What follows belongs to an exercise in optimizing a design on an open flow for small area, a short achievable clock period and few clock cycles per item; a production flow would make more cautious choices.
The RTL was checked by simulation tests, not by an equivalence proof against the original design.
Power and IR drop assume default switching activity.

[design/flow/design.v]
package lpet_pkg;
   localparam int TABLE_SLOTS   = 16;
   localparam int IDX_BITS      = $clog2(TABLE_SLOTS);
   localparam int CNT_BITS      = $clog2(TABLE_SLOTS + 1);
   localparam bit SLOTS_POW2    = (TABLE_SLOTS & (TABLE_SLOTS - 1)) == 0;
   localparam int CMD_BITS      = 1;
   localparam int KEY_BITS      = 31;
   localparam int HALF_BITS     = 16;
   localparam int SLOT_OUT_BITS = 4;
   localparam int BIT_CNT_BITS  = $clog2(KEY_BITS + 1);
   localparam logic [CMD_BITS-1:0] CMD_INSERT = 1'b0;
   localparam logic [CMD_BITS-1:0] CMD_SEARCH = 1'b1;
   typedef struct packed {
      logic [KEY_BITS-1:0]  key;
      logic [HALF_BITS-1:0] descriptor;
      logic [HALF_BITS-1:0] send_handle;
      logic [HALF_BITS-1:0] done_handle;
   } slot_entry_type;
   typedef struct packed {
      logic [SLOT_OUT_BITS-1:0] slot;
      logic                     found;
      logic                     table_full;
      logic [HALF_BITS-1:0]     descriptor_out;
      logic [HALF_BITS-1:0]     send_handle_out;
      logic [HALF_BITS-1:0]     done_handle_out;
   } rsp_payload_type;
   typedef enum logic [4:0] {
      ST_CLEAR  = 5'b00001,
      ST_IDLE   = 5'b00010,
      ST_MOD    = 5'b00100,
      ST_PROBE  = 5'b01000,
      ST_FINISH = 5'b10000
   } state_type;
endpackage
import lpet_pkg::*;
module lpet_slot_ram (
   input  logic [lpet_pkg::TABLE_SLOTS-1:0] m,
   input  logic [lpet_pkg::IDX_BITS-1:0]    s,
   output logic [lpet_pkg::TABLE_SLOTS-1:0] sel
);
   localparam int N = TABLE_SLOTS;
   localparam int L = IDX_BITS;
   logic [N-1:0] lo;
   logic [N-1:0] plo [L+1];    
   logic [N-1:0] pm  [L+1];    
   logic         any_lo;
   always_comb begin
      for (int j = 0; j < N; j++) begin
         lo[j] = m[j] && (IDX_BITS'(j) >= s);
      end
      plo[0] = {lo[N-2:0], 1'b0};
      pm[0]  = {m[N-2:0], 1'b0};
      for (int k = 1; k <= L; k++) begin
         for (int j = 0; j < N; j++) begin
            if (j >= (1 << (k - 1))) begin
               plo[k][j] = plo[k-1][j] | plo[k-1][j - (1 << (k - 1))];
               pm[k][j]  = pm[k-1][j]  | pm[k-1][j - (1 << (k - 1))];
            end else begin
               plo[k][j] = plo[k-1][j];
               pm[k][j]  = pm[k-1][j];
            end
         end
      end
      any_lo = plo[L][N-1] | lo[N-1];
      for (int j = 0; j < N; j++) begin
         sel[j] = (lo[j] && !plo[L][j]) || (!any_lo && m[j] && !pm[L][j]);
      end
   end
endmodule
import lpet_pkg::*;
module lpet_mod_unit (
   input  logic [lpet_pkg::KEY_BITS-1:0] key_in,
   output logic [lpet_pkg::IDX_BITS-1:0] rem
);
   assign rem = key_in[IDX_BITS-1:0];
endmodule
import lpet_pkg::*;
module linear_probe_endpoint_table (
   input  logic                           clock,
   input  logic                           reset,
   input  logic                           req_valid,
   output logic                           req_ready,
   input  logic [lpet_pkg::CMD_BITS-1:0]  req_command,
   input  logic [lpet_pkg::KEY_BITS-1:0]  req_key,
   input  logic [lpet_pkg::HALF_BITS-1:0] req_descriptor,
   input  logic [lpet_pkg::HALF_BITS-1:0] req_send_handle,
   input  logic [lpet_pkg::HALF_BITS-1:0] req_done_handle,
   output logic                           rsp_valid,
   input  logic                           rsp_ready,
   output logic [lpet_pkg::SLOT_OUT_BITS-1:0] rsp_slot,
   output logic                           rsp_found,
   output logic                           rsp_table_full,
   output logic [lpet_pkg::HALF_BITS-1:0] rsp_descriptor_out,
   output logic [lpet_pkg::HALF_BITS-1:0] rsp_send_handle_out,
   output logic [lpet_pkg::HALF_BITS-1:0] rsp_done_handle_out
);
   localparam int N    = TABLE_SLOTS;
   localparam int DW   = 3 * HALF_BITS;
   localparam int PW   = IDX_BITS + 2;      
   localparam int QD   = 4;                 
   logic [N-1:0]          valid_ff;
   logic [KEY_BITS-1:0]   key_ff [N];
   logic [DW-1:0]         dat_ff [N];
   logic                  s1_v_ff;
   logic [CMD_BITS-1:0]   s1_cmd_ff;
   logic                  s1_ins_ff;       
   logic [KEY_BITS-1:0]   s1_key_ff;
   logic [DW-1:0]         s1_dat_ff;
   logic [N-1:0]          we_ff;           
   logic [N-1:0]          eq_ff;           
   logic [N-1:0]          wprev_ff;        
   logic                  eqprev_ff;       
   logic                  r2_v_ff;
   logic [N-1:0]          r2_sel_ff;
   logic                  r2_full_ff;
   logic [QD-1:0]         qv_ff;
   logic [PW-1:0]         q_ff [QD];
   logic [IDX_BITS-1:0]   out_slot_ff;
   logic                  out_found_ff;
   logic                  out_full_ff;
   logic [DW-1:0]         out_dat_ff;
   logic                  ready_ff;
   logic                  accept;
   logic                  zero_in;
   logic [IDX_BITS-1:0]   start_in;
   logic [N-1:0]          free_nx;
   logic [N-1:0]          ins_sel_in;
   logic [N-1:0]          we_in;
   logic                  eq_prev_in;
   logic [N-1:0]          eq_in;
   assign accept     = req_valid && ready_ff;
   assign zero_in    = (req_key == '0);
   assign free_nx    = ~valid_ff & ~we_ff;
   assign eq_prev_in = (req_key == s1_key_ff);
   lpet_mod_unit u_mod (
      .key_in (req_key),
      .rem    (start_in)
   );
   lpet_slot_ram u_ins (.m(free_nx), .s(start_in), .sel(ins_sel_in));
   assign we_in = (accept && (req_command == CMD_INSERT) && !zero_in) ? ins_sel_in : '0;
   always_comb begin
      for (int j = 0; j < N; j++) begin
         eq_in[j] = valid_ff[j] && (key_ff[j] == req_key);
      end
   end
   logic [N-1:0]          srch_sel;
   logic [N-1:0]          res_sel;
   lpet_slot_ram u_srch (.m(eq_ff | (eqprev_ff ? wprev_ff : '0)),
                         .s(s1_key_ff[IDX_BITS-1:0]), .sel(srch_sel));
   assign res_sel = (s1_cmd_ff == CMD_INSERT) ? we_ff : srch_sel;
   always_ff @(posedge clock) begin
      if (reset) begin
         valid_ff <= '0;
         we_ff    <= '0;
      end else begin
         valid_ff <= valid_ff | we_ff;
         we_ff    <= we_in;
      end
      eq_ff     <= eq_in;
      wprev_ff  <= we_ff;
      eqprev_ff <= eq_prev_in;
      s1_cmd_ff <= req_command;
      s1_ins_ff <= (req_command == CMD_INSERT) && !zero_in;
      s1_key_ff <= req_key;
      s1_dat_ff <= {req_descriptor, req_send_handle, req_done_handle};
      for (int j = 0; j < N; j++) begin
         if (we_ff[j]) begin
            key_ff[j] <= s1_key_ff;
            dat_ff[j] <= s1_dat_ff;
         end
      end
      r2_sel_ff  <= res_sel;
      r2_full_ff <= s1_ins_ff && (we_ff == '0);
   end
   logic [IDX_BITS-1:0]   r2_slot;
   logic [PW-1:0]         r2_res;
   logic                  pop;
   logic [QD-1:0]         qv_pop;          
   logic [QD-1:0]         qv_in;
   logic                  out_load;
   logic [PW-1:0]         head;            
   logic [N-1:0]          rd_sel;
   logic [DW-1:0]         rd_dat;
   always_comb begin
      r2_slot = '0;
      for (int j = 0; j < N; j++) begin
         if (r2_sel_ff[j]) r2_slot = r2_slot | IDX_BITS'(j);
      end
      r2_res = {r2_full_ff, |r2_sel_ff, r2_slot};
   end
   assign pop    = qv_ff[0] && rsp_ready;
   assign qv_pop = pop ? {1'b0, qv_ff[QD-1:1]} : qv_ff;
   always_comb begin
      for (int i = 0; i < QD; i++) begin
         qv_in[i] = qv_pop[i] || (r2_v_ff && ((i == 0) || qv_pop[(i == 0) ? 0 : i - 1]));
      end
   end
   assign out_load = pop || !qv_ff[0];
   always_comb begin
      if (!out_load) begin
         head = q_ff[0];
      end else if (qv_ff[1]) begin
         head = q_ff[1];
      end else begin
         head = r2_res;
      end
      for (int j = 0; j < N; j++) begin
         if (!out_load) begin
            rd_sel[j] = q_ff[0][IDX_BITS] && (q_ff[0][IDX_BITS-1:0] == IDX_BITS'(j));
         end else if (qv_ff[1]) begin
            rd_sel[j] = q_ff[1][IDX_BITS] && (q_ff[1][IDX_BITS-1:0] == IDX_BITS'(j));
         end else begin
            rd_sel[j] = r2_sel_ff[j];
         end
      end
      rd_dat = '0;
      for (int j = 0; j < N; j++) begin
         if (rd_sel[j]) rd_dat = rd_dat | dat_ff[j];
      end
   end
   always_ff @(posedge clock) begin
      if (reset) begin
         s1_v_ff  <= 1'b0;
         r2_v_ff  <= 1'b0;
         qv_ff    <= '0;
         ready_ff <= 1'b1;
      end else begin
         s1_v_ff  <= accept;
         r2_v_ff  <= s1_v_ff;
         qv_ff    <= qv_in;
         ready_ff <= !qv_in[3] && !(qv_in[2] && (accept || s1_v_ff)) &&
                     !(qv_in[1] && accept && s1_v_ff);
      end
      for (int i = 0; i < QD; i++) begin
         if (r2_v_ff && !qv_pop[i] && ((i == 0) || qv_pop[(i == 0) ? 0 : i - 1])) begin
            q_ff[i] <= r2_res;
         end else if (pop && (i < QD - 1)) begin
            q_ff[i] <= q_ff[(i < QD - 1) ? i + 1 : i];
         end
      end
      out_slot_ff  <= head[IDX_BITS-1:0];
      out_found_ff <= head[IDX_BITS];
      out_full_ff  <= head[IDX_BITS+1];
      out_dat_ff   <= rd_dat;
   end
   assign req_ready           = ready_ff;
   assign rsp_valid           = qv_ff[0];
   assign rsp_slot            = out_slot_ff;
   assign rsp_found           = out_found_ff;
   assign rsp_table_full      = out_full_ff;
   assign rsp_descriptor_out  = out_dat_ff[3*HALF_BITS-1:2*HALF_BITS];
   assign rsp_send_handle_out = out_dat_ff[2*HALF_BITS-1:HALF_BITS];
   assign rsp_done_handle_out = out_dat_ff[HALF_BITS-1:0];
endmodule
[design/flow/run.sh]
#!/bin/bash
# synth_recipe.tcl (not shown) runs the flow's synth.tcl, then flattens the netlist and writes it again
# the make line also repeats each setting of config.mk as NAME=value (left out here)
make -C /OpenROAD-flow-scripts/flow DESIGN_CONFIG=/design/flow/config.mk WORK_HOME=/design/flow/orfs CLKGATE_MAP_FILE= SYNTH_SCRIPT=/design/flow/synth_recipe.tcl finish
[design/flow/config.mk]
export PLATFORM = sky130hd
export DESIGN_NAME = linear_probe_endpoint_table
export DESIGN_NICKNAME = linear_probe_endpoint_table
export VERILOG_FILES = /design/flow/design.v
export SDC_FILE = /design/flow/constraint.sdc
export NUM_CORES = 4
export LEC_CHECK = 0
export CAP_MARGIN = 20
export CORE_MARGIN = 2
export CORE_UTILIZATION = 50
export CTS_CLUSTER_DIAMETER = 100
export CTS_CLUSTER_SIZE = 30
export SETUP_SLACK_MARGIN = 2.8
export SLEW_MARGIN = 20
export TNS_END_PERCENT = 20
[design/flow/constraint.sdc]
create_clock -name core_clock -period 5.0 [get_ports {clock}]
set_input_delay 1.0000 -clock core_clock [delete_from_list [all_inputs] [get_ports {clock}]]
set_output_delay 1.0000 -clock core_clock [all_outputs]
set_load 0.01 [all_outputs]
==> impl_metrics.toml, run 1 <==
[drt]
drt-initial-drc-count = 4845
viasPerCell = 6.405
drc = 0
wl_per_cell_um = 35.52
vias = 33490
drt_wl_total_mm = 185.7
ant_nets = 0
drt_pass1_iterations = 7

[worst_hold_path]
worstHoldPathType = "reg2reg"

[placement]
portBuffers = 139
dpl.hpwl_mm = 92.93
gp_congestion = 0.8773
dpl_cell_area_mm2 = 0.06033

[grt]
grt_max_degree = 55
grt_pass1_wl_mm = 252.3
grt.total_usage_pct = 31.25
grt_overflow = 0
antenna_found_initial = 6
grt_pass1_vias = 32090

[sta]
fin_skew_ns = 0.03352
maxSlewHeadroom_pct = 24.61
drv_slew = 0
tightest_slew_ns = 1.131
hold_viol = 0
fmax_ghz = 0.4197
finalCriticalPeriod_ns = 2.383
setup_tns_ns = 0
fin_crit_sh_pct = 47.66
rsz0062_at_grt = "yes"
setup_viol = 0

[clock_tree]
htreeDepth = 2
clk_latency_ns = 0.73
ctsLongestPathBuffers = 3
cts_tree = "yes"
cts.sinks = 1512
root_buffer = "clkbuf_16"
holdBufCountCts = 0
clk_pin_slew_ns = 0.12
cts_buffers = 57

[synth]
syn_inst = 3302
syn_area_mm2 = 0.05617
syn-num-nets = 3386
synth.ff_latch_count = 1512
ys_async_sr_fraction_pct = 0
yosysUniqueCellTypes = 77
yosys_most_used_dff = "edfxtp_1"
synth-edff-count = 1288
syn_avg_cell_area_um2 = 17.01
ys_seq_area_share_pct = 76.84
synth-warning-count = 10

[layout]
final_nets = 3777
drive_gt1_share_pct = 21.52
antenna_cells = 0
area_growth_pct = 18.37
final_cell_mix = "1288 x edfxtp_1, 401 x xor2_1, 213 x buf_4, 191 x a22o_1, 170 x dfxtp_1"
post-route-util_pct = 59.91
final_common_cell = "edfxtp_1"
design_area_mm2 = 0.06649

[die]
die_w_um = 339.2
die_area_mm2 = 0.1150
rows = 122
fp.dieH_um = 339.2
core-area_mm2 = 0.1110
initial_core_util_pct = 50.61
io-pin-count = 140

[flow_run]
cap_violations = 0

[critical_path]
crit_fanout = 9
path_cells = "buf_4, nand3b_1, buf_4, nor4_1, a211o_4, buf_12, buf_12, a22o_1, a221oi_2, nand4_1"
cp.arrival_ns = 3.06
critPathSlowestCell = "nor4_1"
crit_type = "in2reg"
cp.required_ns = 5.67
cpPeakStageDelay_ns = 0.63
crit_family = "simple AND/OR/NAND/NOR gates"
start_kind = "input pin"
path_buf_inv = 4
endpoint_kind = "register"

[run_status]
status = "no timing/DRC/antenna violations"

[power_and_ir_drop]
ir_drop_mv = 0.3040
powerDensity_mw_per_mm2 = 319.7
power_leakage_nw = 21.90
p_total_mw = 21.25
-- synthesized netlist by cell type (all sizes together) (3+ instances only) --
| library cell | count | share of area [%] |
|---|---|---|
| a211oi | 6 | 0.089 |
| o22ai | 7 | 0.078 |
| a32oi | 5 | 0.078 |
| xnor2 | 124 | 1.9 |
| clkbuf | 88 | 0.59 |
| o2bb2ai | 5 | 0.078 |
| o221ai | 3 | 0.080 |
| dfxtp | 224 | 8.0 |
| and3 | 8 | 0.089 |
| o21ai | 27 | 0.24 |
| a211o | 11 | 0.17 |
| nor4 | 149 | 1.7 |
| a22o | 192 | 3.0 |
| a31o | 3 | 0.047 |
| or2 | 5 | 0.056 |
| buf | 88 | 0.86 |
| nand2b | 15 | 0.17 |
| a21o | 11 | 0.15 |
| mux2 | 4 | 0.080 |
| a21oi | 41 | 0.37 |
| a31oi | 7 | 0.078 |
| nand2 | 68 | 0.45 |
| nand3 | 25 | 0.23 |
| nor2b | 5 | 0.069 |
| xor2 | 401 | 6.3 |
| nand4b | 8 | 0.12 |
| o21a | 4 | 0.053 |
| inv | 14 | 0.094 |
| edfxtp | 1288 | 69 |
| and4 | 3 | 0.047 |
| mux2i | 3 | 0.053 |
| nor2 | 67 | 0.45 |
| a221oi | 192 | 3.1 |
| and2 | 9 | 0.10 |
| nand4 | 112 | 1.2 |
| or3 | 7 | 0.087 |
| nor3 | 38 | 0.36 |
| o211ai | 3 | 0.049 |
| nand3b | 3 | 0.040 |
-- cell families after synthesis --
family,Yosys count,synth area share (%)
flops,1512,76.84
compound gates,537,7.941
simple gates,531,5.351
xor+xnor,525,8.186
buf+inv,190,1.546
mux,7,0.1337
-- layer usage --
metal  part of all wire [%]  up-vias  GRT usage, %
li1                       -    13820             -
met1                     37    17340         40.62
met2                     49     1889         52.53
met3                    8.2      439         4.531
met4                    6.0        0         13.82
met5                      0        -             0
-- worst reg2reg max path, stage by stage, from the launching register on --
cell and delay [ns]:
edfxtp_1 0.50, nand2b_2 0.31, nor4_1 0.60, a211o_4 0.26, buf_12 0.17, buf_12 0.15, a22o_1 0.16, a221oi_2 0.05
nand4_1 0.11
-- cell type report --
cell class / instances / area (um^2)
Timing Repair Buffer: 496 / 5684
Clock buffer: 101 / 1592
Multi-Input combinational cell: 1612 / 13910
Clock inverter: 6 / 80.08
Sequential cell: 1512 / 43300
Fill cell: 8198 / 44490
Inverter: 14 / 56.30
Tap cell: 1488 / 1862
-- power by group --
part           leakage, nW  total [mW]  internal [mW]  switching, mW
clock                0.786        5.99           2.22           3.77
combinational         7.65        1.32          0.520          0.795
sequential            13.5        13.9           13.8          0.170
total                 21.9        21.3           16.5           4.74
-- per-stage QoR --
| stage | cells | hold slack (ns) | setup WS (ns) |
|---|---|---|---|
| detailed placement | 4886 | 0.4595 | 0.9260 |
| global placement | 4886 | 0.4598 | 1.004 |
| floorplan | 3302 | 0.4129 | 2.387 |
| global route | 5229 | 0.4606 | 2.613 |
| finish | 5229 | 0.4719 | 2.617 |
| CTS | 5177 | 0.4541 | 2.680 |
-- repair_timing --
| item | in CTS | in global routing |
|---|---|---|
| buffers inserted | 157 | 44 |
| pin swaps | 82 | 30 |
| gates cloned | 27 | 8 |
| hold endpoints to repair | 0 | 0 |
| setup endpoints to repair | 266 | 161 |
| resized for setup | 535 | 88 |
-- state kept, by name (all words and copies together) (netlist names), 4 cells and up --
register     cells
q_ff            24
dat_ff         768
wprev_ff        16
s1_key_ff       31
out_slot_ff      4
r2_sel_ff       16
we_ff           16
eq_ff           16
out_dat_ff      48
key_ff         496
valid_ff        16
s1_dat_ff       48
qv_ff            4
-- worst paths after layout --
path                                 end  slack (ns)  depth (start not counted)                    start
setup / recovery  out_dat_ff[29]$_DFF_P_        2.62                         10                rsp_ready
hold reg to reg        eq_ff[12]$_DFF_P_        0.47                          2  valid_ff[12]$_SDFF_PP0_
setup reg to reg  out_dat_ff[29]$_DFF_P_        2.66                          8     q_ff[0][2]$_DFFE_PP_
hold / removal         eq_ff[12]$_DFF_P_        0.47                          2  valid_ff[12]$_SDFF_PP0_
Testbench counts, summed over its fixed seeds: cycles 6,528, items 6,144.
==> run 2: changes to the inputs <==
--- a/design/flow/config.mk
+++ b/design/flow/config.mk
@@ -10,6 +10,5 @@
 export CORE_UTILIZATION = 50
 export CTS_CLUSTER_DIAMETER = 100
 export CTS_CLUSTER_SIZE = 30
-export SETUP_SLACK_MARGIN = 2.8
+export SETUP_SLACK_MARGIN = 2.5
 export SLEW_MARGIN = 20
-export TNS_END_PERCENT = 20
==> impl_metrics.toml, run 2 <==
[synth]
yosys_most_used_dff = "edfxtp_1"
synth.ff_latch_count = 1512
synth_top_cell_by_area = "edfxtp_1"
syn_avg_cell_area_um2 = 17.01
ys_async_sr_fraction_pct = 0
syn_area_mm2 = 0.05617
ys_top_cells_by_area = "edfxtp_1 69%, dfxtp_1 8.0%, xor2_1 6.3%"
synth_top_cell_area_share_pct = 68.86
synth-edff-count = 1288
synth-warning-count = 10
synth_commonest_cells = "1288 x edfxtp_1, 401 x xor2_1, 224 x dfxtp_1, 192 x a22o_1, 184 x a221oi_1"
ys_seq_area_share_pct = 76.84
yosysMostFrequentCell = "edfxtp_1"
syn-num-nets = 3386
yosysUniqueCellTypes = 77
syn_inst = 3302

[drt]
drt_wl_total_mm = 172.2
drc = 0
wl_met2_mm = 85.89
drt_pass1_iterations = 6
wl_met3_mm = 12.66
wl_per_cell_um = 33.80
wirelength_met1_mm = 65.80
drt-initial-drc-count = 4032
viasPerCell = 6.332
dr.max_layer_used = "met5"
ant_nets = 0
vias = 32260

[layout]
area_growth_pct = 13.56
n_fill_cell = 8467
final_nets = 3640
largest_reg_flops = 768
regMostFlops = "dat_ff"
reg_top3 = "dat_ff: 768 flops, key_ff: 496 flops"
ff_latch_area_mm2 = 0.04325
final_cell_mix = "1288 x edfxtp_1, 401 x xor2_1, 192 x a22o_1, 189 x dfxtp_1, 165 x buf_4"
drive_gt1_share_pct = 14.37
final_common_cell = "edfxtp_1"
multi_input_area_mm2 = 0.01328

[sta]
hold_viol = 0
setup_slack_ns = 2.444
tightest_slew_ns = 1.142
finalCriticalPeriod_ns = 2.556
setup_tns_ns = 0
fin_crit_sh_pct = 51.12
drv_slew = 0
fin_skew_ns = 0.03835
rsz0062_at_grt = "yes"
setup_viol = 0
maxSlewHeadroom_pct = 23.89
fmax_ghz = 0.3912

[critical_path]
endpoint_kind = "register"
cp.arrival_ns = 3.23
crit_start = "q_ff[1][0]$_DFFE_PP_"
cp.required_ns = 5.67
crit_fanout = 17
start_kind = "register"
cpPeakStageDelay_ns = 0.61
critPathSlowestCell = "nor3_2"
reg2reg_from = "q_ff[1][0]$_DFFE_PP_"
crit_family = "simple AND/OR/NAND/NOR gates"
path_buf_inv = 1
path_cells = "nand4b_1, nor3_2, a211o_4, buf_12, a22o_1, a221oi_2, nand4_1"
crit_type = "reg2reg"

[worst_hold_path]
holdCritStartpoint = "dat_ff[10][10]$_DFFE_PP_"
worstHoldPathType = "reg2reg"

[die]
io-pin-count = 140
rows = 122
fp.dieH_um = 339.2
initial_core_util_pct = 50.61
core-area_mm2 = 0.1110
die_area_mm2 = 0.1150
die_w_um = 339.2

[clock_tree]
holdBufCountCts = 0
clk_pin_slew_ns = 0.11
clk_latency_ns = 0.73
htreeDepth = 2
root_buffer = "clkbuf_16"
cts.sinks = 1512
ctsLongestPathBuffers = 3
cts_tree = "yes"
cts_buffers = 57

[placement]
dpl.hpwl_mm = 91.31
portBuffers = 139
place_ws_ns = 0.8627
gp_congestion = 0.8683

[grt]
grt_overflow = 0
grt.total_usage_pct = 29.01
grt_max_degree = 62
antenna_found_initial = 5
grt_pass1_wl_mm = 237.0
grt_pass1_vias = 31310

[power_and_ir_drop]
ir_drop_mv = 0.2892
powerDensity_mw_per_mm2 = 330.9
power_leakage_nw = 20.68

[run_status]
status = "no timing/DRC/antenna violations"

[flow_run]
cap_violations = 0
run 2: area by class of cell:
class,count,area share (%)
multi-input combinational,1608,20.81
sequential,1512,67.81
inverter,14,0.08238
clock inverter,7,0.1589
tap,1488,2.919
timing repair buffer,363,5.683
antenna,2,0.007846
clock buffer,101,2.528
run 2: worst min-delay path: stages (launching register included):
cell and delay [ns]:
edfxtp_1 0.34, a221oi_1 0.07, nand4_1 0.06
run 2: cells by family after synthesis:
logic type	count (synthesis)	share of synthesized area, %
flops	1512	76.84
compound gates	537	7.941
simple gates	531	5.351
xor+xnor	525	8.186
buf+inv	190	1.546
mux	7	0.1337
run 2: metal layers:
metal / vias up / track usage [%]
li1: 13520 / -
met5: - / 0
met1: 16720 / 37.74
met2: 1651 / 50.00
met3: 361 / 3.371
met4: 2 / 11.48
run 2: metrics by stage:
stage | cell area, um^2 | instances | util, % | total power, mW | hold WS (ns)
after floorplan | 56920 | 3302 | - | 14.71 | 0.4153
after global placement | 60290 | 4888 | 54.33 | 15.30 | 0.4551
after detailed placement | 60290 | 4888 | 54.33 | 15.32 | 0.4632
after CTS | 63130 | 5057 | 56.89 | 21.16 | 0.4887
after global routing | 63780 | 5093 | 57.48 | 21.67 | 0.5003
final | 63790 | 5095 | 57.48 | 21.11 | 0.4829
run 2: where the power goes:
part / total [mW] / leakage (nW) / internal (mW) / switching, mW
combinational: 1.15 / 6.40 / 0.419 / 0.726
clock: 6.02 / 0.812 / 2.26 / 3.76
sequential: 13.9 / 13.5 / 13.8 / 0.170
run 2: timing repair:
action,in CTS,in global routing
setup endpoints to repair,153,77
gates cloned,5,4
gates resized for setup,200,59
setup buffers,56,32
pin swaps,22,18
run 2: worst paths after layout:
| check | end | slack [ns] | depth (start not counted) |
|---|---|---|---|
| min reg2reg | out_dat_ff[10]$_DFF_P_ | 0.48 | 2 |
| min | out_dat_ff[10]$_DFF_P_ | 0.48 | 2 |
| max reg2reg | out_dat_ff[9]$_DFF_P_ | 2.44 | 7 |
| max | out_dat_ff[9]$_DFF_P_ | 2.44 | 7 |
==> run 3: changes to the inputs <==
--- a/design/flow/config.mk
+++ b/design/flow/config.mk
@@ -9,6 +9,7 @@
 export CORE_MARGIN = 2
 export CORE_UTILIZATION = 50
 export CTS_CLUSTER_DIAMETER = 100
-export CTS_CLUSTER_SIZE = 30
-export SETUP_SLACK_MARGIN = 2.5
+export CTS_CLUSTER_SIZE = 25
+export SETUP_SLACK_MARGIN = 3.0
 export SLEW_MARGIN = 20
+export TNS_END_PERCENT = 30
==> impl_metrics.toml, run 3 <==
[critical_path]
setup.worst_path.end = "out_found_ff$_DFF_P_"
start_kind = "register"
ff2ff_setup_slack_ns = 2.54
critPathSlowestCell = "dfxtp_1"
critical_path_depth = 6
cp.required_ns = 5.50
endpoint_kind = "register"
r2r_end = "out_found_ff$_DFF_P_"
path_buf_inv = 0
reg2reg_from = "r2_sel_ff[11]$_DFF_P_"
crit_fanout = 6
cpPeakStageDelay_ns = 0.45
crit_start = "r2_sel_ff[11]$_DFF_P_"
crit_type = "reg2reg"
ff2ff_path_depth = 6
crit_family = "simple AND/OR/NAND/NOR gates"
path_cells = "nor4_1, and2_1, and4_1, nor2_1, a21oi_1, o21ai_0"
cp.arrival_ns = 2.96

[clock_tree]
ctsLongestPathBuffers = 3
clk_pin_slew_ns = 0.10
root_buffer = "clkbuf_16"
holdBufCountCts = 0
cts.sinks = 1512
cts_tree = "yes"
cts_buffers = 71
htreeDepth = 3
clk_latency_ns = 0.70

[synth]
synth.ff_latch_count = 1512
synth_top_cell_by_area = "edfxtp_1"
ys_async_sr_fraction_pct = 0
yosysMostFrequentCell = "edfxtp_1"
syn_inst = 3302
synth-warning-count = 10
ys_top_cells_by_area = "edfxtp_1 69%, dfxtp_1 8.0%, xor2_1 6.3%"
yosysUniqueCellTypes = 77
yosys_most_used_dff = "edfxtp_1"
synth-edff-count = 1288
syn_avg_cell_area_um2 = 17.01
ys_seq_area_share_pct = 76.84
syn_area_mm2 = 0.05617
synth_commonest_cells = "1288 x edfxtp_1, 401 x xor2_1, 224 x dfxtp_1, 192 x a22o_1, 184 x a221oi_1"
syn-num-nets = 3386
synth_top_cell_area_share_pct = 68.86

[drt]
wl_met2_mm = 95.95
drc = 0
dr.max_layer_used = "met4"
drt-initial-drc-count = 4852
drt_wl_total_mm = 196.2
wl_met3_mm = 16.96
wirelength_met1_mm = 69.87
viasPerCell = 6.505
vias = 34870
drt_pass1_iterations = 9
ant_nets = 0
wl_per_cell_um = 36.60

[sta]
fin_skew_ns = 0.04572
fmax_ghz = 0.4064
holdWs_ns = 0.4450
drv_slew = 0
tightest_slew_ns = 1.160
maxSlewHeadroom_pct = 22.69
setup_tns_ns = 0
rsz0062_at_grt = "yes"
setup_viol = 0
fin_crit_sh_pct = 49.21
finalCriticalPeriod_ns = 2.461
hold_viol = 0

[placement]
gp_congestion = 0.8726
dpl.hpwl_mm = 92.39
dpl_cell_area_mm2 = 0.06035
portBuffers = 139

[layout]
post-route-util_pct = 62.05
final_common_cell = "edfxtp_1"
design_area_mm2 = 0.06886
reg_top3 = "dat_ff: 768 flops, key_ff: 496 flops"
regMostFlops = "dat_ff"
final_nets = 3896
final_cell_mix = "1288 x edfxtp_1, 399 x xor2_1, 270 x buf_4, 192 x a22o_1, 157 x dfxtp_1"
drive_gt1_share_pct = 26.39
largest_reg_flops = 768
area_growth_pct = 22.60

[run_status]
status = "no timing/DRC/antenna violations"

[die]
die_area_mm2 = 0.1150
die_w_um = 339.2
io-pin-count = 140
initial_core_util_pct = 50.61
fp.dieH_um = 339.2
rows = 122
core-area_mm2 = 0.1110

[grt]
grt_pass1_vias = 33240
grt_overflow = 0
grt_pass1_wl_mm = 264.8
grt_max_degree = 62
antenna_found_initial = 6
grt.total_usage_pct = 32.96

[worst_hold_path]
hold_depth = 1
worstHoldPathType = "in2reg"

[flow_run]
cap_violations = 0

[power_and_ir_drop]
ir_drop_mv = 0.2462
powerDensity_mw_per_mm2 = 321.2
pwr-share-seq_pct = 63.1
switching_share_pct = 22.50
combPwrFrac_pct = 6.5
clkPwrFrac_pct = 30.4
p_int_mw = 17.14
p_switching_mw = 4.976
power_leakage_nw = 23.00
[run 3: cell counts after synthesis]
No cell type changed its count.
[run 3: worst reg2reg max path: cells and delay by family (launching register included)]
kind	cells	cell delay [ns]
simple gates	4	1.25
flops	1	0.45
compound gates	2	0.56
[run 3: worst min-delay path by stage]
stage	start	endpoint	slack [ns]
after floorplan	valid_ff[3]$_SDFF_PP0_	we_ff[3]$_SDFF_PP0_	0.41
after global placement	s1_key_ff[22]$_DFF_P_	key_ff[2][22]$_DFFE_PP_	0.41
after detailed placement	s1_key_ff[22]$_DFF_P_	key_ff[2][22]$_DFFE_PP_	0.44
after CTS	req_key[20]	s1_key_ff[20]$_DFF_P_	0.42
after global routing	req_key[20]	s1_key_ff[20]$_DFF_P_	0.42
final	req_key[20]	s1_key_ff[20]$_DFF_P_	0.45
[run 3: repair_timing]
action	CTS	global route
setup buffers	242	55
pin swaps	109	81
endpoints found under the setup margin	889	179
resized for setup	855	93
endpoints found under the hold margin	0	0
gates cloned	32	14
[run 3: per-stage QoR]
stage	worst slack (ns)	total power [mW]	instances
floorplan	2.387	14.78	3302
detailed placement	0.8239	15.33	4884
finish	2.539	22.12	5361
global placement	0.8649	15.30	4884
CTS	2.690	22.07	5288
global route	2.555	22.62	5357
[run 3: layer usage]
| layer | vias to the layer above | global-route usage [%] |
|---|---|---|
| li1 | 14110 | - |
| met1 | 17960 | 41.65 |
| met3 | 545 | 4.990 |
| met4 | 0 | 17.49 |
| met5 | - | 0 |
| met2 | 2261 | 55.21 |
[run 3: layout make-up]
| cell class | count | area [um^2] |
|---|---|---|
| well taps | 1488 | 1862 |
| repair buffers | 599 | 7064 |
| clock inverters | 8 | 87.58 |
| clock buffers | 122 | 1968 |
| inverters | 14 | 56.30 |
| multi-input cells | 1614 | 14490 |
| fillers | 7875 | 42110 |
| diodes | 4 | 10.01 |
| flip-flops and latches | 1512 | 43330 |
[run 3: cells by family (layout without fill, tap and decap cells)]
| logic type | Yosys count | count (layout) | synth area share [%] |
|---|---|---|---|
| AOI/OAI and AO/OA | 537 | 551 | 7.941 |
| and+or+nand+nor | 531 | 531 | 5.351 |
| muxes | 7 | 7 | 0.1337 |
| other | 0 | 4 | 0 |
| xor gates and xnor gates | 525 | 525 | 8.186 |
| DFF | 1512 | 1512 | 76.84 |
| buffers and inverters | 190 | 743 | 1.546 |
[run 3: power groups by stage]
stage | logic, mW | clock network [mW] | registers, mW
6_report | 1.45 | 6.72 | 14.0
5_1_grt | 1.49 | 7.15 | 14.0
4_1_cts | 1.38 | 6.74 | 14.0
3_5_place_dp | 1.08 | 0 | 14.2
3_3_place_gp | 1.07 | 0 | 14.2
2_1_floorplan | 0.566 | 0 | 14.2
==> run 4: changes to the inputs <==
--- a/design/flow/config.mk
+++ b/design/flow/config.mk
@@ -10,6 +10,6 @@
 export CORE_UTILIZATION = 50
 export CTS_CLUSTER_DIAMETER = 100
 export CTS_CLUSTER_SIZE = 25
-export SETUP_SLACK_MARGIN = 3.0
+export SETUP_SLACK_MARGIN = 2.8
 export SLEW_MARGIN = 20
-export TNS_END_PERCENT = 30
+export TNS_END_PERCENT = 5
==> impl_metrics.toml, run 4 <==
[run_status]
status = "no timing/DRC/antenna violations"

[sta]
maxSlewHeadroom_pct = 20.77
fin_skew_ns = 0.03001
hold_viol = 0
finalCriticalPeriod_ns = 2.442
fmax_ghz = 0.4095
drv_slew = 0
rsz0062_at_grt = "yes"
holdWs_ns = 0.4438
setup_tns_ns = 0
fin_crit_sh_pct = 48.84
tightest_slew_ns = 1.189
setup_viol = 0

[synth]
yosysMostFrequentCell = "edfxtp_1"
synth-edff-count = 1288
yosysUniqueCellTypes = 77
synth_top_cell_area_share_pct = 68.86
ys_async_sr_fraction_pct = 0
ys_seq_area_share_pct = 76.84
yosys_most_used_dff = "edfxtp_1"
syn_inst = 3302
syn_avg_cell_area_um2 = 17.01
synth_commonest_cells = "1288 x edfxtp_1, 401 x xor2_1, 224 x dfxtp_1, 192 x a22o_1, 184 x a221oi_1"
syn-num-nets = 3386
synth_top_cell_by_area = "edfxtp_1"
synth-warning-count = 10
synth.ff_latch_count = 1512
syn_area_mm2 = 0.05617
ys_top_cells_by_area = "edfxtp_1 69%, dfxtp_1 8.0%, xor2_1 6.3%"

[clock_tree]
clk_latency_ns = 0.69
ctsLongestPathBuffers = 3
cts_buffers = 70
cts_tree = "yes"
clk_pin_slew_ns = 0.10
root_buffer = "clkbuf_16"
htreeDepth = 3
cts.sinks = 1512

[die]
core-area_mm2 = 0.1110
rows = 122
io-pin-count = 140
initial_core_util_pct = 50.61
die_w_um = 339.2
fp.dieH_um = 339.2
die_area_mm2 = 0.1150

[worst_hold_path]
worstHoldPathType = "reg2reg"
hold_depth = 0

[layout]
final_nets = 3741
multi_input_area_mm2 = 0.01361
post-route-util_pct = 59.10
stdcell_count = 5202
reg_top3 = "dat_ff: 768 flops, key_ff: 496 flops"
ff_latch_area_mm2 = 0.04329
final_common_cell = "edfxtp_1"
drive_gt1_share_pct = 18.72
area_growth_pct = 16.77
n_fill_cell = 8246
largest_reg_flops = 768
final_cell_mix = "1288 x edfxtp_1, 401 x xor2_1, 216 x buf_4, 192 x a22o_1, 182 x dfxtp_1"
regMostFlops = "dat_ff"
design_area_mm2 = 0.06559

[placement]
portBuffers = 139
dpl_cell_area_mm2 = 0.06042
gp_congestion = 0.8392
placed_cells = 4896
dpl.hpwl_mm = 93.16

[power_and_ir_drop]
combPwrFrac_pct = 5.7
p_switching_mw = 4.798
powerDensity_mw_per_mm2 = 332.8
clkPwrFrac_pct = 30.5
p_int_mw = 17.03
ir_drop_mv = 0.2964
pwr-share-seq_pct = 63.9
switching_share_pct = 21.98
power_leakage_nw = 21.57

[drt]
drt_pass1_iterations = 6
viasPerCell = 6.370
drt_wl_total_mm = 179.6
drc = 0
vias = 33140
ant_nets = 0
drt-initial-drc-count = 3941
wl_per_cell_um = 34.53

[grt]
grt_pass1_vias = 32400
grt_pass1_wl_mm = 248.5
grt_overflow = 0
grt_max_degree = 61
antenna_found_initial = 4
grt.total_usage_pct = 30.60

[critical_path]
start_kind = "register"
cp.arrival_ns = 3.00
crit_type = "reg2reg"
r2r_end = "out_dat_ff[20]$_DFF_P_"
cp.required_ns = 5.55
ff2ff_setup_slack_ns = 2.56
crit_fanout = 5
endpoint_kind = "register"
reg2reg_from = "q_ff[0][1]$_DFFE_PP_"
setup.worst_path.end = "out_dat_ff[20]$_DFF_P_"
crit_start = "q_ff[0][1]$_DFFE_PP_"
ff2ff_path_depth = 10

[flow_run]
cap_violations = 0
==> run 4: changes by cell type in the layout (fill, tap and decap cells not counted), moves of 13 or more <==
cell,delta
a221oi_1,+43
a221oi_2,-39
buf_12,-42
buf_16,-14
buf_2,-16
buf_4,-54
buf_6,-71
clkdlybuf4s15_2,+26
dfxtp_1,+25
dfxtp_2,-20
dlygate4sd2_1,+29
nor4_1,+23
nor4_2,-13
==> run 4: power groups by stage <==
| stage | Combinational (mW) | Clock, mW | Sequential, mW |
|---|---|---|---|
| floorplan | 0.532 | 0 | 14.2 |
| global placement | 1.08 | 0 | 14.2 |
| detailed placement | 1.09 | 0 | 14.2 |
| CTS | 1.19 | 6.70 | 14.0 |
| global route | 1.28 | 7.12 | 14.0 |
| finish | 1.24 | 6.65 | 13.9 |
==> run 4: per-layer routing <==
| metal | global-route usage, % | routed length (um) | vias to the layer above | part of all wire, % |
|---|---|---|---|---|
| li1 | - | - | 13770 | - |
| met1 | 39.48 | 68390 | 17190 | 38 |
| met2 | 51.87 | 87800 | 1786 | 49 |
| met3 | 4.099 | 13500 | 383 | 7.5 |
| met4 | 13.84 | 9958 | 0 | 5.5 |
| met5 | 0 | 0 | - | 0 |
==> run 4: how the worst min path moves through the flow <==
stage	from	to
CTS	s1_key_ff[11]$_DFF_P_	key_ff[10][11]$_DFFE_PP_
global placement	s1_key_ff[11]$_DFF_P_	key_ff[10][11]$_DFFE_PP_
global route	s1_key_ff[11]$_DFF_P_	key_ff[10][11]$_DFFE_PP_
detailed placement	s1_key_ff[11]$_DFF_P_	key_ff[10][11]$_DFFE_PP_
floorplan	valid_ff[3]$_SDFF_PP0_	we_ff[3]$_SDFF_PP0_
finish	s1_key_ff[11]$_DFF_P_	key_ff[10][11]$_DFFE_PP_
==> run 4: worst max-delay path: stages, from the launching register on <==
cell and delay (ns):
edfxtp_1 0.45, nand4b_1 0.26, buf_6 0.16, buf_6 0.10
nor3_4 0.04, buf_12 0.14, a211o_4 0.40, buf_8 0.19
a22o_1 0.18, a221oi_2 0.23, nand4_1 0.14
==> run 4: layout make-up <==
type,count,share of cell area [%]
antenna,2,0.007630
clock buffer,122,3.048
clock inverter,5,0.08203
inverter,14,0.08584
multi-input combinational,1611,20.75
sequential,1512,66.00
tap,1488,2.839
timing repair buffer,448,7.192
==> run 4: cell families (layout without fill, tap and decap cells) <==
| logic type | count (synthesis) | after routing | synth area share (%) |
|---|---|---|---|
| other | 0 | 2 | 0 |
| DFF | 1512 | 1512 | 76.84 |
| muxes | 7 | 7 | 0.1337 |
| buffers and inverters | 190 | 589 | 1.546 |
| and+or+nand+nor | 531 | 531 | 5.351 |
| AOI/OAI and AO/OA | 537 | 548 | 7.941 |
| xor gates and xnor gates | 525 | 525 | 8.186 |
==> run 4: metrics by stage <==
step                      total power, mW  worst slack [ns]
final                               21.83             2.558
after global routing                22.37             2.548
after CTS                           21.85             2.664
after detailed placement            15.34            0.7935
after global placement              15.32            0.8813
after floorplan                     14.74             2.387
==> run 4: what timing repair did <==
| action | in CTS | in global routing |
|---|---|---|
| gates resized for setup | 413 | 54 |
| pin swaps | 37 | 27 |
| setup buffers | 114 | 47 |
| gates cloned | 12 | 4 |
| hold buffers | 0 | 0 |
| setup endpoints to repair | 262 | 186 |
==> run 5: changes to the inputs <==
--- a/design/flow/config.mk
+++ b/design/flow/config.mk
@@ -7,9 +7,10 @@
 export LEC_CHECK = 0
 export CAP_MARGIN = 20
 export CORE_MARGIN = 2
-export CORE_UTILIZATION = 50
+export CORE_UTILIZATION = 60
 export CTS_CLUSTER_DIAMETER = 100
 export CTS_CLUSTER_SIZE = 25
+export PLACE_DENSITY = 0.75
 export SETUP_SLACK_MARGIN = 2.8
 export SLEW_MARGIN = 20
-export TNS_END_PERCENT = 5
+export TNS_END_PERCENT = 20
==> impl_metrics.toml, run 5 <==
[run_status]
status = "no timing/DRC/antenna violations"

[synth]
synth.ff_latch_count = 1512
syn-num-nets = 3386
yosys_most_used_dff = "edfxtp_1"
synth-edff-count = 1288
yosysMostFrequentCell = "edfxtp_1"
syn_area_mm2 = 0.05617
syn_avg_cell_area_um2 = 17.01
ys_async_sr_fraction_pct = 0
synth_top_cell_by_area = "edfxtp_1"
synth-warning-count = 10
syn_inst = 3302
synth_commonest_cells = "1288 x edfxtp_1, 401 x xor2_1, 224 x dfxtp_1, 192 x a22o_1, 184 x a221oi_1"
synth_top_cell_area_share_pct = 68.86
ys_seq_area_share_pct = 76.84
yosysUniqueCellTypes = 77
ys_top_cells_by_area = "edfxtp_1 69%, dfxtp_1 8.0%, xor2_1 6.3%"

[sta]
finalCriticalPeriod_ns = 2.517
rsz0062_at_grt = "yes"
fin_skew_ns = 0.02924
hold_viol = 0
setup_viol = 0
fin_crit_sh_pct = 50.34
holdWs_ns = 0.4928
fmax_ghz = 0.3973
maxSlewHeadroom_pct = 23.67
drv_slew = 0
setup_tns_ns = 0
setup_slack_ns = 2.483
tightest_slew_ns = 1.145

[die]
die_w_um = 310.0
io-pin-count = 140
core-area_mm2 = 0.09305
fp.dieH_um = 310.0
initial_core_util_pct = 60.36
rows = 112
die_area_mm2 = 0.09608

[clock_tree]
htreeDepth = 3
cts.sinks = 1512
cts_tree = "yes"
holdBufCountCts = 0
clk_pin_slew_ns = 0.10
root_buffer = "clkbuf_16"
clk_latency_ns = 0.68
ctsLongestPathBuffers = 3
cts_buffers = 70

[power_and_ir_drop]
p_int_mw = 17.15
power_leakage_nw = 22.12
combPwrFrac_pct = 6.0
pwr-share-seq_pct = 63.6
ir_drop_mv = 0.3058
p_total_mw = 21.94
powerDensity_mw_per_mm2 = 328.9
clkPwrFrac_pct = 30.3
p_switching_mw = 4.795
switching_share_pct = 21.85

[layout]
post-route-util_pct = 71.69
area_growth_pct = 18.76
stdcell_count = 5022
final_common_cell = "edfxtp_1"
regMostFlops = "dat_ff"
final_cell_mix = "1288 x edfxtp_1, 401 x xor2_1, 220 x buf_4, 191 x a22o_1, 185 x dfxtp_1"
final_nets = 3794
n_fill_cell = 5609
largest_reg_flops = 768
ff_latch_area_mm2 = 0.04328
drive_gt1_share_pct = 20.89
reg_top3 = "dat_ff: 768 flops, key_ff: 496 flops"
design_area_mm2 = 0.06670
multi_input_area_mm2 = 0.01415

[grt]
grt_pass1_vias = 33390
grt_pass1_wl_mm = 240.9
antenna_found_initial = 6
grt_overflow = 0
grt.total_usage_pct = 35.85
grt_max_degree = 59

[drt]
drt_pass1_iterations = 6
wl_per_cell_um = 36.03
vias = 34820
ant_nets = 0
drt-initial-drc-count = 5937
drt_wl_total_mm = 181.0
viasPerCell = 6.934
drc = 0

[critical_path]
crit_fanout = 19
start_kind = "input pin"
crit_type = "in2reg"
cp.required_ns = 5.54
cp.arrival_ns = 3.06
endpoint_kind = "register"

[placement]
gp_congestion = 0.9319
dpl.hpwl_mm = 88.40
place_ws_ns = 0.8469
portBuffers = 139
dpl_cell_area_mm2 = 0.06001
placed_cells = 4653

[worst_hold_path]
worstHoldPathType = "reg2reg"

[flow_run]
cap_violations = 0
[run 5: cell counts after synthesis]
No cell type changed its count.
[run 5: path summary, 6_finish.rpt]
path | cells after the start | slack, ns | to | from
max | 12 | 2.48 | out_dat_ff[37]$_DFF_P_ | rsp_ready
min | 2 | 0.49 | out_dat_ff[35]$_DFF_P_ | dat_ff[3][35]$_DFFE_PP_
max reg2reg | 8 | 2.49 | out_dat_ff[37]$_DFF_P_ | q_ff[0][1]$_DFFE_PP_
min reg2reg | 2 | 0.49 | out_dat_ff[35]$_DFF_P_ | dat_ff[3][35]$_DFFE_PP_
[run 5: area by class of cell]
class	count	share of cell area [%]
Sequential cell	1512	64.88
Timing Repair inverter	1	0.007503
Clock inverter	5	0.07503
Tap cell	1254	2.352
Inverter	14	0.08441
Antenna cell	1	0.003751
Clock buffer	124	3.057
Timing Repair Buffer	492	8.315
Multi-Input combinational cell	1619	21.22
[run 5: cells by family (layout without fill, tap and decap cells)]
family	after synthesis	count (layout)	synth area share [%]
other	0	1	0
xor gates and xnor gates	525	525	8.186
buffers and inverters	190	636	1.546
muxes	7	7	0.1337
DFF	1512	1512	76.84
AOI/OAI and AO/OA	537	554	7.941
and+or+nand+nor	531	533	5.351
[run 5: routing by layer]
layer  GRT usage [%]  share of wire, %  up-vias  wire length, um
met5               0             0.044        -               79
met3           7.247                12      713            21840
li1                -                 -    13890                -
met2           57.60                47     2839            84300
met4           23.19               9.0       10            16240
met1           44.80                32    17370            58500
[run 5: critical path, stage by stage]
cell	delay, ns
buf_12	0.12
nor2b_4	0.14
buf_12	0.14
buf_16	0.13
buf_6	0.11
or3_1	0.20
o211ai_4	0.13
buf_4	0.17
buf_12	0.16
a22o_1	0.21
a221oi_1	0.36
nand4_1	0.16
[run 5: timing repair]
action / CTS / global route
resized for setup: 473 / 87
gates cloned: 25 / 12
buffers inserted: 130 / 72
setup endpoints to repair: 200 / 156
pin swaps: 92 / 40
[run 5: power by group through the flow]
stage / clock (mW) / combinational (mW) / sequential (mW)
3_5_place_dp: 0 / 1.06 / 14.2
3_3_place_gp: 0 / 1.04 / 14.2
6_report: 6.66 / 1.33 / 14.0
4_1_cts: 6.62 / 1.24 / 13.9
5_1_grt: 7.06 / 1.36 / 14.0
2_1_floorplan: 0 / 0.536 / 14.2
==> run 6: changes to the inputs <==
--- a/design/flow/config.mk
+++ b/design/flow/config.mk
@@ -7,10 +7,9 @@
 export LEC_CHECK = 0
 export CAP_MARGIN = 20
 export CORE_MARGIN = 2
-export CORE_UTILIZATION = 60
+export CORE_UTILIZATION = 45
 export CTS_CLUSTER_DIAMETER = 100
 export CTS_CLUSTER_SIZE = 25
-export PLACE_DENSITY = 0.75
 export SETUP_SLACK_MARGIN = 2.8
 export SLEW_MARGIN = 20
 export TNS_END_PERCENT = 20
==> impl_metrics.toml, run 6 <==
[sta]
hold_viol = 0
fin_skew_ns = 0.05136
setup_viol = 0
rsz0062_at_grt = "yes"
fin_crit_sh_pct = 48.12
drv_slew = 0
maxSlewHeadroom_pct = 24.72
setup_tns_ns = 0
setup_slack_ns = 2.594
finalCriticalPeriod_ns = 2.406
fmax_ghz = 0.4156
tightest_slew_ns = 1.129

[die]
initial_core_util_pct = 45.37
core-area_mm2 = 0.1238
fp.dieH_um = 357.3
die_area_mm2 = 0.1277
die_w_um = 357.3
io-pin-count = 140
rows = 129

[synth]
synth.ff_latch_count = 1512
synth_commonest_cells = "1288 x edfxtp_1, 401 x xor2_1, 224 x dfxtp_1, 192 x a22o_1, 184 x a221oi_1"
syn_avg_cell_area_um2 = 17.01
syn_inst = 3302
yosysMostFrequentCell = "edfxtp_1"
synth_top_cell_by_area = "edfxtp_1"
synth-warning-count = 10
syn_area_mm2 = 0.05617
ys_async_sr_fraction_pct = 0
ys_seq_area_share_pct = 76.84
yosys_most_used_dff = "edfxtp_1"
yosysUniqueCellTypes = 77
synth-edff-count = 1288
synth_top_cell_area_share_pct = 68.86
syn-num-nets = 3386
ys_top_cells_by_area = "edfxtp_1 69%, dfxtp_1 8.0%, xor2_1 6.3%"

[critical_path]
path_buf_inv = 3
critPathSlowestCell = "edfxtp_1"
endpoint_kind = "register"
r2r_end = "out_dat_ff[10]$_DFF_P_"
ff2ff_setup_slack_ns = 2.59
crit_fanout = 6
cpMostUsedCell = "buf_4"
cp.arrival_ns = 2.95
ff2ff_path_depth = 8
crit_type = "reg2reg"
crit_family = "compound AO/OA/AOI/OAI gates"
cp.required_ns = 5.54
reg2reg_from = "q_ff[1][4]$_DFFE_PP_"
path_cells = "nand4b_1, buf_6, nor3_4, buf_4, a211o_2, buf_4, a221oi_2, nand4_1"
cpPeakStageDelay_ns = 0.55
start_kind = "register"

[grt]
use_met1_pct = 42.92
grt_overflow = 0
use_met2_pct = 42.45
grt_max_degree = 54
grt.met3_usage_pct = 5.408
grt_pass1_vias = 31020
grt-busiest-layer = "met1"
antenna_found_initial = 13
grt_pass1_wl_mm = 252.2
grt.total_usage_pct = 28.51

[placement]
placed_cells = 5042
gp_congestion = 0.8518
place_ws_ns = 0.9634
dpl_cell_area_mm2 = 0.06060
portBuffers = 139
dpl.hpwl_mm = 90.15

[layout]
design_area_mm2 = 0.06710
final_nets = 3789
largest_reg_flops = 768
n_fill_cell = 9588
reg_top3 = "dat_ff: 768 flops, key_ff: 496 flops"
drive_gt1_share_pct = 21.50
area_growth_pct = 19.45
final_common_cell = "edfxtp_1"
stdcell_count = 5402
regMostFlops = "dat_ff"
final_cell_mix = "1288 x edfxtp_1, 401 x xor2_1, 202 x buf_4, 192 x a22o_1, 169 x dfxtp_1"

[drt]
viasPerCell = 6.341
vias = 34250
drc = 0
ant_nets = 0
wl_per_cell_um = 35.15
drt_pass1_iterations = 28
drt-initial-drc-count = 5847
drt_wl_total_mm = 189.9

[power_and_ir_drop]
p_total_mw = 22.01
power_leakage_nw = 22.08
ir_drop_mv = 0.2733
powerDensity_mw_per_mm2 = 328.0

[worst_hold_path]
whs_endpoint = "out_dat_ff[24]$_DFF_P_"
worstHoldPathType = "reg2reg"
holdCritStartpoint = "dat_ff[4][24]$_DFFE_PP_"
hold_depth = 2

[clock_tree]
clk_latency_ns = 0.70
htreeDepth = 3
cts.sinks = 1512
clk_pin_slew_ns = 0.10
ctsLongestPathBuffers = 3
root_buffer = "clkbuf_16"
cts_buffers = 71
cts_tree = "yes"
holdBufCountCts = 0

[flow_run]
cap_violations = 0

[run_status]
status = "no timing/DRC/antenna violations"
run 6: final cells by class:
class,instances,area [um^2],share of cell area (%)
inverters,14,56.30,0.08392
diodes,6,15.01,0.02238
well taps,1637,2048,3.053
clock inverters,7,88.84,0.1324
multi-input cells,1630,14250,21.25
flip-flops and latches,1512,43310,64.55
clock buffers,120,1992,2.969
repair buffers,476,5330,7.944
run 6: cell families after synthesis:
logic type             count (synthesis)  share of synthesized area (%)
AO/OA/AOI/OAI                        537                          7.941
XOR/XNOR                             525                          8.186
buffers and inverters                190                          1.546
flip-flops                          1512                          76.84
multiplexers                           7                         0.1337
AND/OR/NAND/NOR                      531                          5.351
run 6: worst max path at each step:
stage | depth (start not counted) | slack [ns] | startpoint | endpoint
floorplan | 11 | 2.39 | rsp_ready | out_dat_ff[43]$_DFF_P_
CTS | 1 | 2.70 | out_dat_ff[22]$_DFF_P_ | rsp_send_handle_out[6]
global placement | 8 | 0.95 | req_key[5] | eq_ff[9]$_DFF_P_
global route | 11 | 2.55 | q_ff[1][4]$_DFFE_PP_ | out_dat_ff[32]$_DFF_P_
finish | 8 | 2.59 | q_ff[1][4]$_DFFE_PP_ | out_dat_ff[10]$_DFF_P_
detailed placement | 8 | 0.96 | req_key[5] | eq_ff[9]$_DFF_P_
run 6: power by group:
| group | leakage (nW) | switching [mW] | internal, mW |
|---|---|---|---|
| Combinational | 7.62 | 0.780 | 0.507 |
| Clock | 0.988 | 3.96 | 2.79 |
| Sequential | 13.5 | 0.192 | 13.8 |
| Total | 22.1 | 4.93 | 17.1 |
run 6: worst register-to-register path, delay by kind of cell (launching register included):
kind / cells / cell delay, ns
buffers and inverters: 3 / 0.55
and+or+nand+nor: 3 / 0.47
DFF: 1 / 0.55
AOI/OAI and AO/OA: 2 / 0.69
run 6: repair_timing:
action                                  in CTS  in global routing
endpoints found under the setup margin     212                193
pin swaps                                   89                 53
cloned                                      36                 14
endpoints found under the hold margin        0                  0
buffers inserted                           120                 56
resized for setup                          530                 87
run 6: per-stage QoR:
step	util (%)	hold WS, ns
after floorplan	-	0.4129
after global placement	48.95	0.4564
after detailed placement	48.95	0.4592
after CTS	53.15	0.4811
after global routing	54.19	0.5042
final	54.20	0.4812
run 6: metal layers:
metal | up-vias | wire length [um]
met5 | - | 25
met4 | 4 | 5812
met3 | 340 | 24290
met2 | 2348 | 83280
met1 | 17610 | 76460
li1 | 13950 | -
==> run 7: changes to the inputs <==
--- a/design/flow/config.mk
+++ b/design/flow/config.mk
@@ -7,9 +7,10 @@
 export LEC_CHECK = 0
 export CAP_MARGIN = 20
 export CORE_MARGIN = 2
-export CORE_UTILIZATION = 45
+export CORE_UTILIZATION = 50
 export CTS_CLUSTER_DIAMETER = 100
 export CTS_CLUSTER_SIZE = 25
+export GPL_ROUTABILITY_DRIVEN = 0
 export SETUP_SLACK_MARGIN = 2.8
 export SLEW_MARGIN = 20
 export TNS_END_PERCENT = 20
==> impl_metrics.toml, run 7 <==
[power_and_ir_drop]
combPwrFrac_pct = 6.0
p_switching_mw = 4.821
clkPwrFrac_pct = 30.1
powerDensity_mw_per_mm2 = 326.6
ir_drop_mv = 0.2771
pwr-share-seq_pct = 63.9
switching_share_pct = 22.10
p_int_mw = 16.99
power_leakage_nw = 22.02

[run_status]
status = "no timing/DRC/antenna violations"

[clock_tree]
ctsLongestPathBuffers = 3
root_buffer = "clkbuf_16"
cts_buffers = 70
cts.sinks = 1512
cts_tree = "yes"
clk_pin_slew_ns = 0.11
clk_latency_ns = 0.69
htreeDepth = 3

[die]
rows = 122
initial_core_util_pct = 50.61
fp.dieH_um = 339.2
die_area_mm2 = 0.1150
io-pin-count = 140
die_w_um = 339.2
core-area_mm2 = 0.1110

[critical_path]
ff2ff_path_depth = 13
ff2ff_setup_slack_ns = 2.55
start_kind = "register"
endpoint_kind = "register"
cp.arrival_ns = 2.98
crit_type = "reg2reg"
cp.required_ns = 5.53
crit_fanout = 7

[layout]
regMostFlops = "dat_ff"
n_fill_cell = 8226
ff_latch_area_mm2 = 0.04328
area_growth_pct = 18.91
largest_reg_flops = 768
final_cell_mix = "1288 x edfxtp_1, 401 x xor2_1, 214 x buf_4, 192 x a22o_1, 184 x dfxtp_1"
antenna_cells = 0
drive_gt1_share_pct = 20.29
reg_top3 = "dat_ff: 768 flops, key_ff: 496 flops"
final_common_cell = "edfxtp_1"
final_nets = 3787
multi_input_area_mm2 = 0.01387

[grt]
grt_pass1_wl_mm = 255.6
grt_max_degree = 55
antenna_found_initial = 4
grt.total_usage_pct = 31.83
grt_pass1_vias = 32530
grt_overflow = 0

[sta]
holdWs_ns = 0.4730
fin_skew_ns = 0.02979
fmax_ghz = 0.4085
setup_viol = 0
setup_tns_ns = 0
drv_slew = 0
tightest_slew_ns = 1.120
maxSlewHeadroom_pct = 25.36
fin_crit_sh_pct = 48.96
rsz0062_at_grt = "yes"
hold_viol = 0
finalCriticalPeriod_ns = 2.448

[flow_run]
cap_violations = 0

[drt]
drc = 0
drt_pass1_iterations = 6
drt_wl_total_mm = 186.7
viasPerCell = 6.418
ant_nets = 0
wl_per_cell_um = 35.61
drt-initial-drc-count = 4660
vias = 33660

[synth]
ys_top_cells_by_area = "edfxtp_1 69%, dfxtp_1 8.0%, xor2_1 6.3%"
syn_inst = 3302
yosys_most_used_dff = "edfxtp_1"
yosysMostFrequentCell = "edfxtp_1"
syn_area_mm2 = 0.05617
syn-num-nets = 3386
synth_commonest_cells = "1288 x edfxtp_1, 401 x xor2_1, 224 x dfxtp_1, 192 x a22o_1, 184 x a221oi_1"
ys_async_sr_fraction_pct = 0
yosysUniqueCellTypes = 77
ys_seq_area_share_pct = 76.84
synth-warning-count = 10
synth-edff-count = 1288
synth.ff_latch_count = 1512
synth_top_cell_area_share_pct = 68.86
syn_avg_cell_area_um2 = 17.01
synth_top_cell_by_area = "edfxtp_1"

[placement]
dpl.hpwl_mm = 92.93
portBuffers = 139

[worst_hold_path]
hold_depth = 2
worstHoldPathType = "reg2reg"
[run 7: stage by stage]
| step | setup slack (ns) | instance area (um^2) | util, % | power, mW | std cells |
|---|---|---|---|---|---|
| floorplan | 2.387 | 57330 | - | 14.75 | 3302 |
| global placement | 1.004 | 60330 | 54.37 | 15.31 | 4886 |
| detailed placement | 0.9260 | 60330 | 54.37 | 15.33 | 4886 |
| CTS | 2.658 | 66100 | 59.56 | 21.81 | 5202 |
| global route | 2.483 | 66790 | 60.18 | 22.36 | 5244 |
| finish | 2.552 | 66790 | 60.18 | 21.81 | 5244 |
[run 7: worst max-delay path, cell delays in order (launching register included)]
cell and delay (ns):
dfxtp_4 0.37, buf_6 0.11, nor2b_4 0.17, buf_12 0.15, buf_4 0.13, or3_1 0.11
o211ai_1 0.08, buf_4 0.16, buf_4 0.16, buf_6 0.12, buf_12 0.14, a22o_1 0.20
a221oi_2 0.26, nand4_1 0.14
[run 7: worst paths after layout]
kind,from,end
worst max-delay path,qv_ff[0]$_SDFF_PP0_,out_dat_ff[1]$_DFF_P_
worst min-delay path,valid_ff[12]$_SDFF_PP0_,eq_ff[12]$_DFF_P_
worst max register to register,qv_ff[0]$_SDFF_PP0_,out_dat_ff[1]$_DFF_P_
worst min register to register,valid_ff[12]$_SDFF_PP0_,eq_ff[12]$_DFF_P_
[run 7: logic make-up (layout without fill, tap and decap cells)]
group                     count (synthesis)  in the layout  share of synthesized area (%)
AOI/OAI and AO/OA                       537            547                          7.941
buffers and inverters                   190            633                          1.546
muxes                                     7              7                         0.1337
DFF                                    1512           1512                          76.84
and+or+nand+nor                         531            532                          5.351
xor gates and xnor gates                525            525                          8.186
[run 7: routing by layer]
metal | vias to the layer above | part of all wire (%) | GRT usage [%] | wire length (um)
met5 | - | 0.0080 | 0 | 15
met4 | 2 | 5.9 | 15.58 | 10970
met3 | 442 | 8.4 | 4.889 | 15600
met2 | 1970 | 49 | 53.17 | 90810
met1 | 17370 | 37 | 40.86 | 69330
li1 | 13870 | - | - | -
[run 7: cell type report]
class / count / share of cell area, %
Sequential cell: 1512 / 64.80
Multi-Input combinational cell: 1611 / 20.77
Timing Repair Buffer: 494 / 8.560
Clock buffer: 119 / 2.898
Tap cell: 1488 / 2.788
Clock inverter: 6 / 0.1012
Inverter: 14 / 0.08430
[run 7: power groups by stage]
stage          clock (mW)  combinational (mW)  sequential [mW]
2_1_floorplan           0               0.536             14.2
3_3_place_gp            0                1.08             14.2
3_5_place_dp            0                1.09             14.2
4_1_cts              6.62                1.25             13.9
5_1_grt              7.04                1.35             14.0
6_report             6.57                1.30             13.9
[run 7: repair_timing]
action,CTS,global route
setup buffers,162,38
pin swaps,101,24
resized for setup,465,58
setup endpoints to repair,291,155
hold buffers,0,0
gates cloned,29,4

## re-timing with driven ports
The flow's constraints put no driver on any port. The routed layouts listed below were extracted and timed again, unchanged, in two steps.
Step 1 sets driving cells, clkbuf_16 on the clock port and buf_2 on the other inputs (assumed; they add their load-dependent delay and slew).
Step 2 adds t to the input delays and takes it off the output delays; t is the mean of the earliest and latest rising clock arrival at the registers after step 1. Input paths then give back, and output paths get back, about the clock's delay inside the block.
Slacks: ideal / step 1 / step 2; pairs: ideal / step 1.
| run | t, ns | slack for setup (ns) | latest minus earliest clock arrival (ns) |
|---|---|---|---|
| run 1 | 0.785 | 2.617 / 2.588 / 1.879 | 0.037 / 0.038 |
| run 2 | 0.788 | 2.444 / 2.444 / 1.692 | 0.050 / 0.050 |
| run 3 | 0.747 | 2.539 / 2.539 / 1.849 | 0.048 / 0.048 |
| run 4 | 0.748 | 2.558 / 2.558 / 1.870 | 0.033 / 0.033 |
| run 5 | 0.736 | 2.483 / 2.488 / 1.768 | 0.036 / 0.037 |
| run 6 | 0.746 | 2.594 / 2.571 / 1.825 | 0.052 / 0.052 |
| run 7 | 0.744 | 2.552 / 2.552 / 1.834 | 0.033 / 0.033 |
After both steps every run listed still meets setup and hold. For run 6, which loses most, drivers alone change the setup slack by -0.023 ns; drivers and shift together by -0.769 ns.
